From an optimization exercise on the open Yosys and OpenROAD flow, aimed at small area and a short achievable clock period; shortcuts taken in it are not production practice. Function was checked by simulation only, so behaviour that the tests miss may differ from the original. Power and IR drop assume default switching activity.

==> inputs of run a <==
==> flow/design.v (excerpt) <==
module usb_capture_top (
    input  logic                   clk_120mhz,
    input  logic                   rst_n,
    input  usb_pkt_pkg::byte_t     host_data_i,
    input  logic                   host_valid_i,
    input  logic                   host_sop_i,
    input  logic                   host_eop_i,
    input  logic                   host_crc_ok_i,
    input  usb_pkt_pkg::byte_t     dev_data_i,
    input  logic                   dev_valid_i,
    input  logic                   dev_sop_i,
    input  logic                   dev_eop_i,
    input  logic                   dev_crc_ok_i,
    input  logic                   rd_req_i,
    output usb_pkt_pkg::byte_t     rd_data_o,
    output logic                   rd_sop_o,
    output logic                   rd_eop_o,
    output usb_pkt_pkg::dir_t      rd_dir_o,
    output usb_pkt_pkg::ts_short_t rd_ts_o,
    output logic                   rd_valid_o,
    output logic                   rd_empty_o,
    input  usb_pkt_pkg::byte_t     cmd_data_i,
    input  logic                   cmd_valid_i,
    output usb_pkt_pkg::byte_t     resp_data_o,
    output logic                   resp_valid_o
);
    logic                    wr_valid;
    usb_pkt_pkg::byte_t      wr_data;
  ...
==> flow/config.mk <==
export PLATFORM = sky130hd
export DESIGN_NAME = usb_capture_top
export DESIGN_NICKNAME = usb_capture_top
export VERILOG_FILES = /design/flow/design.v
export SDC_FILE = /design/flow/constraint.sdc
export NUM_CORES = 4
export LEC_CHECK = 0
export CAP_MARGIN = 20
export CORE_MARGIN = 2
export CORE_UTILIZATION = 60
export CTS_CLUSTER_DIAMETER = 100
export CTS_CLUSTER_SIZE = 30
export SETUP_SLACK_MARGIN = 1.8
export SLEW_MARGIN = 20
export SYNTH_HIERARCHICAL = 1
export TNS_END_PERCENT = 100
==> flow/constraint.sdc <==
create_clock -name core_clock -period 4.0 [get_ports {clk_120mhz}]
set_input_delay 0.8000 -clock core_clock [delete_from_list [all_inputs] [get_ports {clk_120mhz}]]
set_output_delay 0.8000 -clock core_clock [all_outputs]
set_load 0.01 [all_outputs]
run.sh (not shown) runs the stock make flow with config.mk's settings and CLKGATE_MAP_FILE= SYNTH_SCRIPT=/design/flow/synth_recipe.tcl, a recipe that flattens the netlist after the stock synthesis.
==> run b: changes against run a <==
--- a/flow/design.v
+++ b/flow/design.v
@@ -140,41 +140,67 @@
     output logic                   rd_sop_o,
     output logic                   rd_eop_o,
     output usb_pkt_pkg::dir_t      rd_dir_o,
     output usb_pkt_pkg::ts_short_t rd_ts_o,
     output logic                   rd_valid_o,
     output logic                   empty_o,
+    output logic                   empty_int_o,   
     output logic                   overflow_o,
     output usb_pkt_pkg::cnt16_t    pkt_count_o
 );
     localparam int DEPTH = 64;
     localparam int W     = usb_pkt_pkg::ENTRY_W;
     logic [W-1:0] row [0:DEPTH-1];
     logic [W-1:0] wr_entry;
     logic [7:0]   lo_q;
     logic [8:0]   hi_q;
     logic         inc, dec;
     logic         empty_next;
-    logic         shift_q;     
+    logic         shift_next;  
+    logic         empty;
+    logic         nonempty_q;  
+    logic [7:0]   lo_next;
+    logic [8:0]   hi_next;
+    logic [DEPTH-1:0] move_q;  
     logic         full;
     logic         wr_accept;
     logic         rd_fire;
     logic         drop_q;
     logic [DEPTH-1:0] sel_w, sel_s, sel_h;
     assign full      = hi_q[8];
     assign wr_accept = wr_valid_i & ~full & (~drop_q | wr_sop_i);
-    assign rd_fire   = rd_req_i & ~empty_o;
-    assign empty_next = ~wr_accept & (empty_o | (rd_req_i & hi_q[0] & lo_q[1]));
+    assign empty     = hi_q[0] & lo_q[0];
+    assign rd_fire   = rd_req_i & ~empty;
+    assign empty_next = ~wr_accept & (empty | (rd_req_i & hi_q[0] & lo_q[1]));
+    assign shift_next = rd_fire | empty_next;
+    assign empty_o   = ~nonempty_q;
+    assign empty_int_o = empty;
     assign inc       = wr_accept & ~rd_fire;
     assign dec       = rd_fire & ~wr_accept;
     assign wr_entry  = {wr_dir_i, wr_sop_i, wr_eop_i, wr_ts_i, wr_data_i};
     always_comb begin
+        lo_next = lo_q;
+        hi_next = hi_q;
+        if (inc) begin
+            lo_next = {lo_q[6:0], lo_q[7]};
+            if (lo_q[7]) hi_next = {hi_q[7:0], 1'b0};
+        end else if (dec) begin
+            lo_next = {lo_q[0], lo_q[7:1]};
+            if (lo_q[0]) hi_next = {1'b0, hi_q[8:1]};
+        end
+    end
+    always_ff @(posedge clk_120mhz) begin
+        for (int i = 0; i < DEPTH; i++) begin
+            move_q[i] <= shift_next & ~(hi_next[i / 8] & lo_next[i % 8]);
+        end
+    end
+    always_comb begin
         for (int i = 0; i < DEPTH; i++) begin
             sel_w[i] = hi_q[i / 8] & lo_q[i % 8];
-            sel_s[i] = ~sel_w[i] & shift_q;
-            sel_h[i] = ~sel_w[i] & ~shift_q;
+            sel_s[i] = move_q[i];
+            sel_h[i] = ~sel_w[i] & ~move_q[i];
         end
     end
     logic [W-1:0] wr_entry_n;
     logic [DEPTH-1:0] sel_w_n;
     logic [W-1:0] row_d [0:DEPTH-1];
     assign wr_entry_n = ~wr_entry;
@@ -203,29 +229,22 @@
     assign rd_ts_o   = row[0][usb_pkt_pkg::BYTE_W +: usb_pkt_pkg::TS_SHORT_W];
     assign rd_data_o = row[0][usb_pkt_pkg::BYTE_W-1:0];
     always_ff @(posedge clk_120mhz or negedge rst_n) begin
         if (!rst_n) begin
             lo_q        <= 8'd1;
             hi_q        <= 9'd1;
-            shift_q     <= 1'b0;
-            empty_o     <= 1'b1;
+            nonempty_q  <= 1'b0;
             drop_q      <= 1'b0;
             overflow_o  <= 1'b0;
             pkt_count_o <= '0;
             rd_valid_o  <= 1'b0;
         end else begin
             rd_valid_o <= rd_fire;
-            shift_q    <= rd_fire | empty_next;
-            if (inc) begin
-                lo_q <= {lo_q[6:0], lo_q[7]};
-                if (lo_q[7]) hi_q <= {hi_q[7:0], 1'b0};
-            end else if (dec) begin
-                lo_q <= {lo_q[0], lo_q[7:1]};
-                if (lo_q[0]) hi_q <= {1'b0, hi_q[8:1]};
-            end
-            empty_o <= empty_next;
+            lo_q       <= lo_next;
+            hi_q       <= hi_next;
+            nonempty_q <= ~empty_next;
             if (wr_valid_i) begin
                 if (full) begin
                     drop_q     <= 1'b1;
                     overflow_o <= 1'b1;
                 end else if (wr_sop_i) begin
                     drop_q <= 1'b0;
@@ -357,12 +376,13 @@
     usb_pkt_pkg::ts_short_t  ts;
     logic                    sof_seen;
     logic [7:0]              crc_err_count;
     logic [7:0]              sof_count;
     usb_pkt_pkg::cnt16_t     pkt_count;
     logic                    overflow;
+    logic                    empty;
     packet_capture u_capture (
         .clk_120mhz      (clk_120mhz),
         .rst_n           (rst_n),
         .host_data_i     (host_data_i),
         .host_valid_i    (host_valid_i),
         .host_sop_i      (host_sop_i),
@@ -407,25 +427,26 @@
         .rd_sop_o   (rd_sop_o),
         .rd_eop_o   (rd_eop_o),
         .rd_dir_o   (rd_dir_o),
         .rd_ts_o    (rd_ts_o),
         .rd_valid_o (rd_valid_o),
         .empty_o    (rd_empty_o),
+        .empty_int_o(empty),
         .overflow_o (overflow),
         .pkt_count_o(pkt_count)
     );
     control_regs u_regs (
         .clk_120mhz      (clk_120mhz),
         .rst_n           (rst_n),
         .cmd_data_i      (cmd_data_i),
         .cmd_valid_i     (cmd_valid_i),
         .pkt_count_i     (pkt_count),
         .crc_err_count_i (crc_err_count),
         .sof_count_i     (sof_count),
         .overflow_i      (overflow),
-        .empty_i         (rd_empty_o),
+        .empty_i         (empty),
         .resp_data_o     (resp_data_o),
         .resp_valid_o    (resp_valid_o),
         .cfg_capture_en_o(cfg_capture_en),
         .cfg_filter_en_o (cfg_filter_en),
         .cfg_mask_o      (cfg_mask)
     );
==> flow/config.mk (replaced) <==
export PLATFORM = sky130hd
export DESIGN_NAME = usb_capture_top
export DESIGN_NICKNAME = usb_capture_top
export VERILOG_FILES = /design/flow/design.v
export SDC_FILE = /design/flow/constraint.sdc
export NUM_CORES = 4
export LEC_CHECK = 0
export CAP_MARGIN = 20
export CORE_MARGIN = 2
export CORE_UTILIZATION = 60
export CTS_CLUSTER_DIAMETER = 90
export CTS_CLUSTER_SIZE = 28
export SETUP_SLACK_MARGIN = 2.3
export SLEW_MARGIN = 20
export SYNTH_HIERARCHICAL = 1
export TNS_END_PERCENT = 100
==> comparison <==
Synthesized cell count: run b is higher than run a (1.5%). Of run b and run a, run b has the higher wire length (gap 12%, measured against run a). Sequential power: run b is higher than run a (about 80%). Of run b and run a, run b has the higher die area (gap 2.3%, measured against run a). Hold slack: run a is better than run b (0.0017 ns). In run b the final area is higher than in run a, by about 9%. In run b the power is larger than in run a, by 140%. Against run a, the critical path depth of run b is higher by 1. In run b the count of clock-buffer cells in the layout is higher than in run a, by 14. Between run b and run a, the lower via count is in run a (gap about 7.5%, measured against run a).

re-timing with driven ports:
The results above use ideal ports. As a check the final layouts listed here were re-extracted and re-timed, cells and wires unchanged. Step 1: set_driving_cell puts a clkbuf_16 on clk_120mhz and a buf_2 on each other input, an assumption about the parent block. Step 2 also shifts input and output timing later by t, the mid clock arrival at the registers, as if the neighbouring blocks saw the same clock. Three values: ideal ports, drivers, drivers and shift; two values: the first two.
| run | shift t [ns] | setup WS [ns] | clock arrival spread, ns |
|---|---|---|---|
| run a | 0.762 | 1.795 / 1.719 / 1.156 | 0.028 / 0.029 |
| run b | 0.766 | 1.840 / 1.763 / 1.517 | 0.032 / 0.031 |
After both steps every run listed still meets setup and hold. The setup slack of run a, which loses most, moves by -0.076 ns with the drivers and by -0.639 ns with both steps.
